From an optimization exercise on the open Yosys and OpenROAD flow, aimed at small area, a short achievable clock period and few clock cycles per item; shortcuts taken in it are not production practice. The RTL was checked by simulation tests, not by an equivalence proof against the original design.

==> design.v <==
`timescale 1ns/10ps
package collidePkg;
  typedef logic signed [19-1:0] coord_t;
  typedef logic signed [10-1:0] norm_t;
  typedef logic signed [32-1:0] sep_t;
  typedef logic [1:0] edgeIdx_t;
  typedef enum logic [1:0] {
    unitBox,
    evenScale,
    tallRect,
    wideRect
  } shapeKind_e;
  typedef enum logic [1:0] {
    idle,
    faceSearch,
    edgeSearch,
    report
  } collideState_e;
endpackage
`timescale 1ns/10ps
module subFast #(
  parameter int W = 16
) (
  input  logic [W-1:0] a,
  input  logic [W-1:0] b,
  output logic [W-1:0] y
);
  localparam int L = (W > 16) ? 5 : (W > 8) ? 4 : (W > 4) ? 3 : 2;   
  logic [1:0] t [L+1][W];
  logic [W-1:0] x;
  always_comb begin
    for (int i = 0; i < W; i++) begin
      x[i] = ~(a[i] ^ b[i]);
      if (i == 0) t[0][i] = {a[i] | ~b[i], a[i] | ~b[i]};
      else        t[0][i] = {a[i] & ~b[i], a[i] | ~b[i]};
    end
    for (int l = 0; l < L; l++)
      for (int i = 0; i < W; i++)
        if ((i >> l) & 1)
          t[l+1][i] = {t[l][i][1] | (t[l][i][0] & t[l][((i >> l) << l) - 1][1]),
                       t[l][i][0] & t[l][((i >> l) << l) - 1][0]};
        else
          t[l+1][i] = t[l][i];
    y[0] = ~x[0];
    for (int i = 1; i < W; i++) y[i] = x[i] ^ t[L][i-1][1];
  end
endmodule
module edgeNormalGen (
  input  logic [4*19-1:0] vertXf,
  input  logic [4*19-1:0] vertYf,
  input  logic [1:0]                     kindf,
  output logic [4*10-1:0]  normXf,
  output logic [4*10-1:0]  normYf
);
  localparam int RW = 16;
  logic [RW-1:0] rawX [4];
  logic [RW-1:0] rawY [4];
  logic [10-1:0] scX [4];
  logic [10-1:0] scY [4];
  for (genvar i = 0; i < 4; i++) begin : g_edge
    localparam int N = (i + 1) % 4;
    subFast #(.W(RW)) uSx (.a(vertYf[i*19 +: RW]), .b(vertYf[N*19 +: RW]), .y(rawX[i]));
    subFast #(.W(RW)) uSy (.a(vertXf[N*19 +: RW]), .b(vertXf[i*19 +: RW]), .y(rawY[i]));
  end
  always_comb begin
    for (int i = 0; i < 4; i++) begin
      case (kindf)
        2'd2: begin
          scX[i] = (i % 2 == 0) ? rawX[i][15:6] : rawX[i][12:3];
          scY[i] = (i % 2 == 0) ? rawY[i][15:6] : rawY[i][12:3];
        end
        2'd3: begin
          scX[i] = (i % 2 == 0) ? rawX[i][12:3] : rawX[i][15:6];
          scY[i] = (i % 2 == 0) ? rawY[i][12:3] : rawY[i][15:6];
        end
        default: begin
          scX[i] = rawX[i][14:5];
          scY[i] = rawY[i][14:5];
        end
      endcase
    end
    if (kindf == 2'd0) begin
      normXf = {10'sd256, 10'sd0, -10'sd256, 10'sd0};
      normYf = {10'sd0, 10'sd256, 10'sd0, -10'sd256};
    end else begin
      for (int i = 0; i < 4; i++) begin
        normXf[i*10 +: 10] = scX[i];
        normYf[i*10 +: 10] = scY[i];
      end
    end
  end
endmodule
`timescale 1ns/10ps
module dotBooth #(
  parameter int DW  = 20,
  parameter int OW  = 31,
  parameter bit NEG = 1'b0
) (
  input  logic [9:0]    nx,
  input  logic [9:0]    ny,
  input  logic [DW-1:0] dx,
  input  logic [DW-1:0] dy,
  output logic [OW-1:0] y
);
  localparam int ND = 5;
  localparam int RW = DW + 1;
  function automatic logic [RW:0] brow(input logic [2:0] b, input logic [DW-1:0] d);
    logic one, two, neg;
    logic [RW-1:0] m, r;
    one = b[0] ^ b[1];
    two = (b[2] & ~b[1] & ~b[0]) | (~b[2] & b[1] & b[0]);
    neg = (b[2] & ~(b[1] & b[0])) ^ NEG;
    m = (one ? {d[DW-1], d} : {RW{1'b0}}) | (two ? {d, 1'b0} : {RW{1'b0}});
    r = neg ? ~m : m;
    brow = {neg, ~r[RW-1], r[RW-2:0]};
  endfunction
  logic [RW:0] rx [ND];
  logic [RW:0] ry [ND];
  logic [OW-1:0] negBits;
  logic [OW-1:0] konst;
  always_comb begin
    negBits = '0;
    konst = '0;
    for (int k = 0; k < ND; k++) begin
      rx[k] = brow({nx[2*k+1], nx[2*k], (k == 0) ? 1'b0 : nx[2*k-1]}, dx);
      ry[k] = brow({ny[2*k+1], ny[2*k], (k == 0) ? 1'b0 : ny[2*k-1]}, dy);
      negBits[2*k] = rx[k][RW];
      konst = konst - (OW'(2) << (RW - 1 + 2*k));
    end
  end
  assign y = OW'(rx[0][RW-1:0]) + (OW'(rx[1][RW-1:0]) << 2) + (OW'(rx[2][RW-1:0]) << 4)
           + (OW'(rx[3][RW-1:0]) << 6) + (OW'(rx[4][RW-1:0]) << 8)
           + OW'(ry[0][RW-1:0]) + (OW'(ry[1][RW-1:0]) << 2) + (OW'(ry[2][RW-1:0]) << 4)
           + (OW'(ry[3][RW-1:0]) << 6) + (OW'(ry[4][RW-1:0]) << 8)
           + negBits
           + OW'({ry[4][RW], 1'b0, ry[3][RW], 1'b0, ry[2][RW], 1'b0, ry[1][RW], 1'b0, ry[0][RW]})
           + konst;
endmodule
module sltPfx #(
  parameter int W = 31
) (
  input  logic [W-1:0] a,
  input  logic [W-1:0] b,
  output logic         y
);
  localparam int L = (W > 16) ? 5 : (W > 8) ? 4 : (W > 4) ? 3 : 2;   
  logic [1:0] t [L+1][W];
  function automatic logic [1:0] merge(input logic [1:0] hi, input logic [1:0] lo);
    merge = {hi[1] | (hi[0] & lo[1]), hi[0] & lo[0]};
  endfunction
  always_comb begin
    for (int i = 0; i < W; i++) begin
      if (i == W - 1) t[0][i] = {a[i] & ~b[i], a[i] | ~b[i]};
      else            t[0][i] = {~a[i] & b[i], ~a[i] | b[i]};
    end
    for (int l = 0; l < L; l++)
      for (int i = 0; i < W; i++)
        if (i % (2 << l) == 0 && i + (1 << l) < W)
          t[l+1][i] = merge(t[l][i + (1 << l)], t[l][i]);
        else
          t[l+1][i] = t[l][i];
  end
  assign y = t[L][0][1];
endmodule
module min4Sel #(
  parameter int W = 31
) (
  input  logic [4*W-1:0] vf,
  output logic [3:0]     sel
);
  logic signed [W-1:0] v [4];
  logic lt01, lt02, lt03, lt12, lt13, lt23;
  always_comb begin
    for (int i = 0; i < 4; i++) v[i] = vf[i*W +: W];
  end
  sltPfx #(.W(W)) uLt01 (.a(v[1]), .b(v[0]), .y(lt01));
  sltPfx #(.W(W)) uLt02 (.a(v[2]), .b(v[0]), .y(lt02));
  sltPfx #(.W(W)) uLt03 (.a(v[3]), .b(v[0]), .y(lt03));
  sltPfx #(.W(W)) uLt12 (.a(v[2]), .b(v[1]), .y(lt12));
  sltPfx #(.W(W)) uLt13 (.a(v[3]), .b(v[1]), .y(lt13));
  sltPfx #(.W(W)) uLt23 (.a(v[3]), .b(v[2]), .y(lt23));
  assign sel[0] = ~lt01 & ~lt02 & ~lt03;
  assign sel[1] =  lt01 & ~lt12 & ~lt13;
  assign sel[2] =  lt02 &  lt12 & ~lt23;
  assign sel[3] =  lt03 &  lt13 &  lt23;
endmodule
module max4Sel #(
  parameter int W = 31
) (
  input  logic [4*W-1:0] vf,
  output logic [3:0]     sel
);
  logic signed [W-1:0] v [4];
  logic gt01, gt02, gt03, gt12, gt13, gt23;
  always_comb begin
    for (int i = 0; i < 4; i++) v[i] = vf[i*W +: W];
  end
  sltPfx #(.W(W)) uGt01 (.a(v[0]), .b(v[1]), .y(gt01));
  sltPfx #(.W(W)) uGt02 (.a(v[0]), .b(v[2]), .y(gt02));
  sltPfx #(.W(W)) uGt03 (.a(v[0]), .b(v[3]), .y(gt03));
  sltPfx #(.W(W)) uGt12 (.a(v[1]), .b(v[2]), .y(gt12));
  sltPfx #(.W(W)) uGt13 (.a(v[1]), .b(v[3]), .y(gt13));
  sltPfx #(.W(W)) uGt23 (.a(v[2]), .b(v[3]), .y(gt23));
  assign sel[0] = ~gt01 & ~gt02 & ~gt03;
  assign sel[1] =  gt01 & ~gt12 & ~gt13;
  assign sel[2] =  gt02 &  gt12 & ~gt23;
  assign sel[3] =  gt03 &  gt13 &  gt23;
endmodule
`timescale 1ns/10ps
`timescale 1ns/10ps
`timescale 1ns/10ps
module collideTop (
  input  logic                       clk,
  input  logic                       rst_op,
  input  logic                       start,
  input  logic [4*19-1:0] aX,
  input  logic [4*19-1:0] aY,
  input  logic [4*19-1:0] bX,
  input  logic [4*19-1:0] bY,
  input  logic [1:0]                 aKind,
  input  logic [1:0]                 bKind,
  output logic                       busy,
  output logic                       done,
  output logic                       contact,
  output logic                       flip,
  output logic [1:0]                 refIndex,
  output logic [1:0]                 incIndex,
  output logic [10-1:0]         contactNormX,
  output logic [10-1:0]         contactNormY,
  output logic [32-1:0]          separation
);
  localparam int NE = 4;
  localparam int CW = 19;
  localparam int NW = 10;
  localparam int DW = 31;        
  logic [2:0] cnt;               
  logic       accept, stepEn, finalPh;
  logic [1:0] t;
  assign accept  = start & ~busy;
  assign finalPh = busy & cnt[2];
  assign stepEn  = accept | (busy & ~cnt[2]);
  assign t       = busy ? cnt[1:0] : 2'd0;
  logic [NE*NW-1:0] aNxf, aNyf, bNxf, bNyf;
  edgeNormalGen normGenA (.vertXf(aX), .vertYf(aY), .kindf(aKind), .normXf(aNxf), .normYf(aNyf));
  edgeNormalGen normGenB (.vertXf(bX), .vertYf(bY), .kindf(bKind), .normXf(bNxf), .normYf(bNyf));
  logic signed [NW-1:0] aNx [NE], aNy [NE], bNx [NE], bNy [NE];
  logic signed [CW-1:0] ax [NE], ay [NE], bx [NE], by [NE];
  always_comb begin
    for (int i = 0; i < NE; i++) begin
      aNx[i] = aNxf[i*NW +: NW];
      aNy[i] = aNyf[i*NW +: NW];
      bNx[i] = bNxf[i*NW +: NW];
      bNy[i] = bNyf[i*NW +: NW];
      ax[i] = aX[i*CW +: CW];
      ay[i] = aY[i*CW +: CW];
      bx[i] = bX[i*CW +: CW];
      by[i] = bY[i*CW +: CW];
    end
  end
  logic signed [CW-1:0] atx, aty;
  logic [CW:0] dx [NE], dy [NE];           
  assign atx = ax[t];
  assign aty = ay[t];
  for (genvar j = 0; j < NE; j++) begin : g_d
    subFast #(.W(CW+1)) uDx (.a({bx[j][CW-1], bx[j]}), .b({atx[CW-1], atx}), .y(dx[j]));
    subFast #(.W(CW+1)) uDy (.a({by[j][CW-1], by[j]}), .b({aty[CW-1], aty}), .y(dy[j]));
  end
  logic signed [NW-1:0] rnx, rny;
  logic signed [NW-1:0] onx [NE], ony [NE];
  logic signed [NW-1:0] uNx, uNy;
  logic [CW:0] uDx [NE], uDy [NE];
  assign uNx = finalPh ? rnx : aNx[t];
  assign uNy = finalPh ? rny : aNy[t];
  logic [NE*DW-1:0] pAB;                   
  logic [DW-1:0]    pBA [NE];              
  for (genvar j = 0; j < NE; j++) begin : g_unit
    assign uDx[j] = finalPh ? (CW+1)'(onx[j]) : dx[j];
    assign uDy[j] = finalPh ? (CW+1)'(ony[j]) : dy[j];
    dotBooth #(.DW(CW+1), .OW(DW), .NEG(1'b0)) uAB (
      .nx(uNx), .ny(uNy), .dx(uDx[j]), .dy(uDy[j]), .y(pAB[j*DW +: DW]));
    dotBooth #(.DW(CW+1), .OW(DW), .NEG(1'b1)) uBA (
      .nx(bNx[j]), .ny(bNy[j]), .dx(dx[j]), .dy(dy[j]), .y(pBA[j]));
  end
  logic [3:0] vSel;
  logic signed [DW-1:0] sABt;
  min4Sel #(.W(DW)) uMinAB (.vf(pAB), .sel(vSel));
  always_comb begin
    sABt = '0;
    for (int j = 0; j < NE; j++) sABt = sABt | (pAB[j*DW +: DW] & {DW{vSel[j]}});
  end
  logic signed [DW-1:0] bestAB;
  logic [1:0]           idxAB;
  logic signed [DW-1:0] sBA [NE];
  logic                 gtBest;
  logic [NE-1:0]        ltBA;
  sltPfx #(.W(DW)) uGtBest (.a(bestAB), .b(sABt), .y(gtBest));
  for (genvar j = 0; j < NE; j++) begin : g_lt
    sltPfx #(.W(DW)) uLtBA (.a(pBA[j]), .b(sBA[j]), .y(ltBA[j]));
  end
  always_ff @(posedge clk) begin
    if (stepEn) begin
      if (~busy | gtBest) begin
        bestAB <= sABt;
        idxAB <= t;
      end
      for (int j = 0; j < NE; j++)
        if (~busy | ltBA[j]) sBA[j] <= pBA[j];
    end
  end
  logic [3:0] fSelBA;
  max4Sel #(.W(DW)) uMaxBA (.vf({sBA[3], sBA[2], sBA[1], sBA[0]}), .sel(fSelBA));
  logic [NE-1:0] abLt;
  for (genvar g = 0; g < NE; g++) begin : g_ge
    sltPfx #(.W(DW)) uAbLt (.a(bestAB), .b(sBA[g]), .y(abLt[g]));
  end
  logic refIsA, touching, flipNext;
  logic [1:0] idxBA, idx, incK;
  logic signed [DW-1:0] sepBA;
  always_comb begin
    idxBA = '0;
    sepBA = '0;
    for (int g = 0; g < NE; g++) begin
      if (fSelBA[g]) begin
        idxBA = idxBA | 2'(g);
        sepBA = sepBA | sBA[g];
      end
    end
    incK = '0;
    for (int k = 0; k < NE; k++)
      if (vSel[k]) incK = incK | 2'(k);
  end
  assign refIsA   = ~|abLt;
  assign touching = bestAB[DW-1] & sBA[0][DW-1] & sBA[1][DW-1] & sBA[2][DW-1] & sBA[3][DW-1];
  assign flipNext = touching & ~refIsA;
  assign idx      = refIsA ? idxAB : idxBA;
  assign rnx      = refIsA ? aNx[idxAB] : bNx[idxBA];
  assign rny      = refIsA ? aNy[idxAB] : bNy[idxBA];
  always_comb begin
    for (int k = 0; k < NE; k++) begin
      onx[k] = refIsA ? bNx[k] : aNx[k];
      ony[k] = refIsA ? bNy[k] : aNy[k];
    end
  end
  always_ff @(posedge clk or posedge rst_op) begin
    if (rst_op) begin
      busy <= 1'b0;
      cnt <= '0;
      done <= 1'b0;
      contact <= 1'b0;
      flip <= 1'b0;
      refIndex <= '0;
      incIndex <= '0;
      contactNormX <= '0;
      contactNormY <= '0;
      separation <= '0;
    end else begin
      done <= 1'b0;
      if (accept) begin
        busy <= 1'b1;
        cnt <= 3'd1;
      end else if (busy) begin
        cnt <= cnt + 3'd1;
        if (finalPh) begin
          busy <= 1'b0;
          done <= 1'b1;
          contact <= touching;
          flip <= flipNext;
          refIndex <= idx;
          incIndex <= touching ? incK : 2'd0;
          contactNormX <= flipNext ? -rnx : rnx;
          contactNormY <= flipNext ? -rny : rny;
          separation <= 32'(refIsA ? bestAB : sepBA);
        end
      end
    end
  end
endmodule
==> run.sh <==
#!/bin/bash
# synth_recipe.tcl (not shown) runs the flow's synth.tcl, then flattens the netlist and writes it again
# the make line also repeats each setting of config.mk as NAME=value (left out here)
make -C /OpenROAD-flow-scripts/flow DESIGN_CONFIG=/design/flow/config.mk WORK_HOME=/design/flow/orfs CLKGATE_MAP_FILE= SYNTH_SCRIPT=/design/flow/synth_recipe.tcl finish
==> config.mk <==
export PLATFORM = sky130hd
export DESIGN_NAME = collideTop
export DESIGN_NICKNAME = collideTop
export VERILOG_FILES = /design/flow/design.v
export SDC_FILE = /design/flow/constraint.sdc
export NUM_CORES = 4
export LEC_CHECK = 0
export CAP_MARGIN = 20
export CORE_MARGIN = 2
export CORE_UTILIZATION = 40
export PLACE_DENSITY = 0.6
export SETUP_SLACK_MARGIN = 5
export SLEW_MARGIN = 20
==> constraint.sdc <==
create_clock -name core_clock -period 27.0 [get_ports {clk}]
set_input_delay 5.4000 -clock core_clock [delete_from_list [all_inputs] [get_ports {clk}]]
set_output_delay 5.4000 -clock core_clock [all_outputs]
set_load 0.01 [all_outputs]
==> flow_summary_export.csv <==
group,metric,value,unit
routing,viasPerCell,6.657,
worst_setup_path,worstSetupEndpointType,"flip-flop",
clock_tree,h-tree-depth,1,
worst_setup_path,path_max_fanout,36,
grt,grt-ovfl-total,0,
logic_synthesis,ys_ff_latch,219,
clock_tree,numCtsBuffers,28,
sta,finClkSkew,20.28,ps
worst_setup_path,startpoint_type,"input port",
logic_synthesis,netlist_instances,17440,
logic_synthesis,synth_common_cells,"inv_1 (1813), nand2_1 (1801), o21ai_0 (1526), ha_1 (1355), fa_1 (1331)",
grt,antenna_found_initial,77,
clock_tree,root_buffer,"clkbuf_16",
logic_synthesis,yosysWarnings,53,
logic_synthesis,ys_seq_area_share,4.673,%
worst_setup_path,rr_startpoint,"sBA[2][20]",
die,initial_core_util,40.19,%
worst_setup_path,required,27350,ps
worst_setup_path,critical-path-slowest-cell,"fa_1",
sta,relSlewSlack,7.886,%
sta,min_period,21720,ps
sta,grt_setup_unrepaired,"no",
logic_synthesis,syn_nets,20430,
grt,grt_start_max_net_pins,158,
routing,dr_total_vias,143700,
logic_synthesis,synth_top_area_cell,"fa_1",
worst_setup_path,cp-startpoint,"bY[38]",
clock_tree,tritoncts,"built",
die,die_w,583.0,um
layout,finish.utilization,43.74,%
place,hpwlAfterDp,626.8,mm
grt,grt_pass1_vias,133300,
layout,layout-drive-gt1-share,7.180,%
layout,fillers,34060,
die,rows,212,
die,die_h,583.0,um
place,portBuffers,370,
worst_setup_path,cp_common_cell,"fa_1",
logic_synthesis,syn_area_per_cell,7.691,um2
run,drv_cap,0,
routing,wl_per_cell,36.71,um
layout,nets,20110,
hold_path,min_from,"separation[17]",
die,core,333700,um2
die,dieArea,339900,um2
routing,drc,0,
logic_synthesis,post-synth-top-area-fraction,19.87,%
grt,track_usage,44.73,%
logic_synthesis,netlist_area,134100,um2
worst_setup_path,cp.arrival,22080,ps
routing,drt_iter0_markers,23190,
worst_setup_path,slowest_delay,590,ps
layout,syn_to_final_growth,8.832,%
grt,grt_pass1_wl,1077,mm
run_status,status,"timing/DRC/antenna clean",
clock_tree,cts_hold_buf,0,
sta,setup_viol,0,
routing,drt_first_pass_iters,13,
logic_synthesis,async_reset_ff_share,28.31,%
clock_tree,path_clk_slew,60,ps
routing,ant_nets,0,
logic_synthesis,synth_cell_types,126,
hold_path,hold_path.class,"flip-flop to flip-flop",
die,io_pins,371,
place,place.gp.congestion,1.083,
sta,setup_tns,0,ps
logic_synthesis,synth.most_common_cell,"inv_1",
worst_setup_path,worstSetupPathType,"input port to flip-flop",
clock_tree,cts_buffer_depth,3,
sta,drv_slew,0,
sta,final.period_utilization,80.45,%
routing,wl,792.3,mm
sta,holdWs,474.8,ps
clock_tree,cts.sink_count,219,
sta,hold_viol,0,
logic_synthesis,yosys-top-cells-area,"fa_1 (20%), ha_1 (13%), xnor2_1 (7.1%), o21ai_0 (5.7%), inv_1 (5.1%)",
logic_synthesis,yosys_most_used_dff,"edfxtp_1",
sta,fmax,46.04,MHz
clock_tree,worstSkewPairLatency,680,ps
sta,max_slew.worst_pin.slew,1380,ps
logic_synthesis,synth_edf_count,157,
## layer usage
metal | wire (um) | GRT usage, %
met1 | 298700 | 55.98
met2 | 294400 | 59.44
met5 | 1209 | 1.432
met4 | 71700 | 31.30
met3 | 126300 | 21.25
## flip-flops by register name (all words and copies together) (netlist names)
signal	count
contact	1
sBA	124
bestAB	31
contactNormX	10
flip	1
refIndex	2
cnt	3
idxAB	2
contactNormY	10
busy	1
separation	31
done	1
incIndex	2
## layout make-up
cell class                      instances  area, um2  share of cell area (%)
Clock buffer                           38      790.8                  0.5418
Timing Repair Buffer                  932       8402                   5.757
Multi-Input combinational cell      14070     117700                   80.63
Inverter                             1860       7019                   4.809
Antenna cell                           65      162.7                  0.1114
Sequential cell                       219       6275                   4.299
Tap cell                             4387       5489                   3.761
Clock inverter                         13      128.9                 0.08830
## kinds of logic after synthesis
family / after synthesis / synth area share [%]
flops: 219 / 4.673
xor+xnor: 1568 / 10.24
buf+inv: 3153 / 9.124
fa+ha+maj: 2871 / 33.92
compound gates: 5541 / 27.61
simple gates: 3896 / 12.78
mux: 189 / 1.656
## what timing repair did
item	4_1_cts	5_1_grt
pin swaps	5	11
gates resized for setup	16	160
buffers inserted	7	24
gates cloned	1	3
setup endpoints to repair	33	33
## through the flow
step                      cell area (um2)  worst slack (ps)  instances
after floorplan                    134100              7324      17440
after global placement             143500              3622      21420
after detailed placement           143500              3455      21420
after CTS                          144600              5022      21480
after global routing               145800              5004      21540
final                              145900              5278      21580
## cell usage in the layout (no fill, tap or decap), drive strengths merged, types with 157 or more instances in the layout
cell and count:
a221o 248, nand2 1805, nor2 985, a22oi 797
a21oi 854, ha 1355, maj3 185, xnor2 1094
edfxtp 157, inv 1842, nor3 176, buf 564
a221oi 243, o22ai 286, fa 1331, nand3 234
o21ai 1651, clkdlybuf4s50 366, o211ai 219, xor2 474
## worst paths after layout
kind / slack, ps / to / cells after the start
worst max register to register: 8170 / bestAB[1] / 51
max in group asynchronous: 20680 / cnt[1] / 3
worst min-delay path: 470 / separation[17] / 2
min in group asynchronous: 5140 / done / 2
worst max-delay path: 5280 / bestAB[1] / 53
worst min register to register: 470 / separation[17] / 2
## critical path: cells and delay by family
family,cells,cell delay (ps)
AOI/OAI and AO/OA,25,6870
xor gates and xnor gates,1,180
adders and majority gates,11,4930
buffers and inverters,8,2690
muxes,1,290
and+or+nand+nor,7,1570
Testbench counts, summed over its fixed seeds: cycles 19,992, items 4,000.

-- separate check: timing with driven ports --
In the flow no input, the clock included, has a driving cell. The finished layout below was timed again as built, in two steps.
Step 1, drivers: a clkbuf_16 drives clk and a buf_2 each remaining input, both assumed.
Step 2 adds t to the input delays and takes it off the output delays; t is the mean of the earliest and latest rising clock arrival at the registers after step 1. Input paths then give back, and output paths get back, about the clock's delay inside the block.
Three values: ideal ports, drivers, drivers and shift; two values: the first two.
shift t [ns]: 0.766
slack for setup (ns): 5.278 / 5.342 / 4.576
worst setup path after step 2: input to register
After both steps setup and hold are still met in this run. The setup slack of this run moves by +0.064 ns with the drivers and by -0.702 ns with both steps.
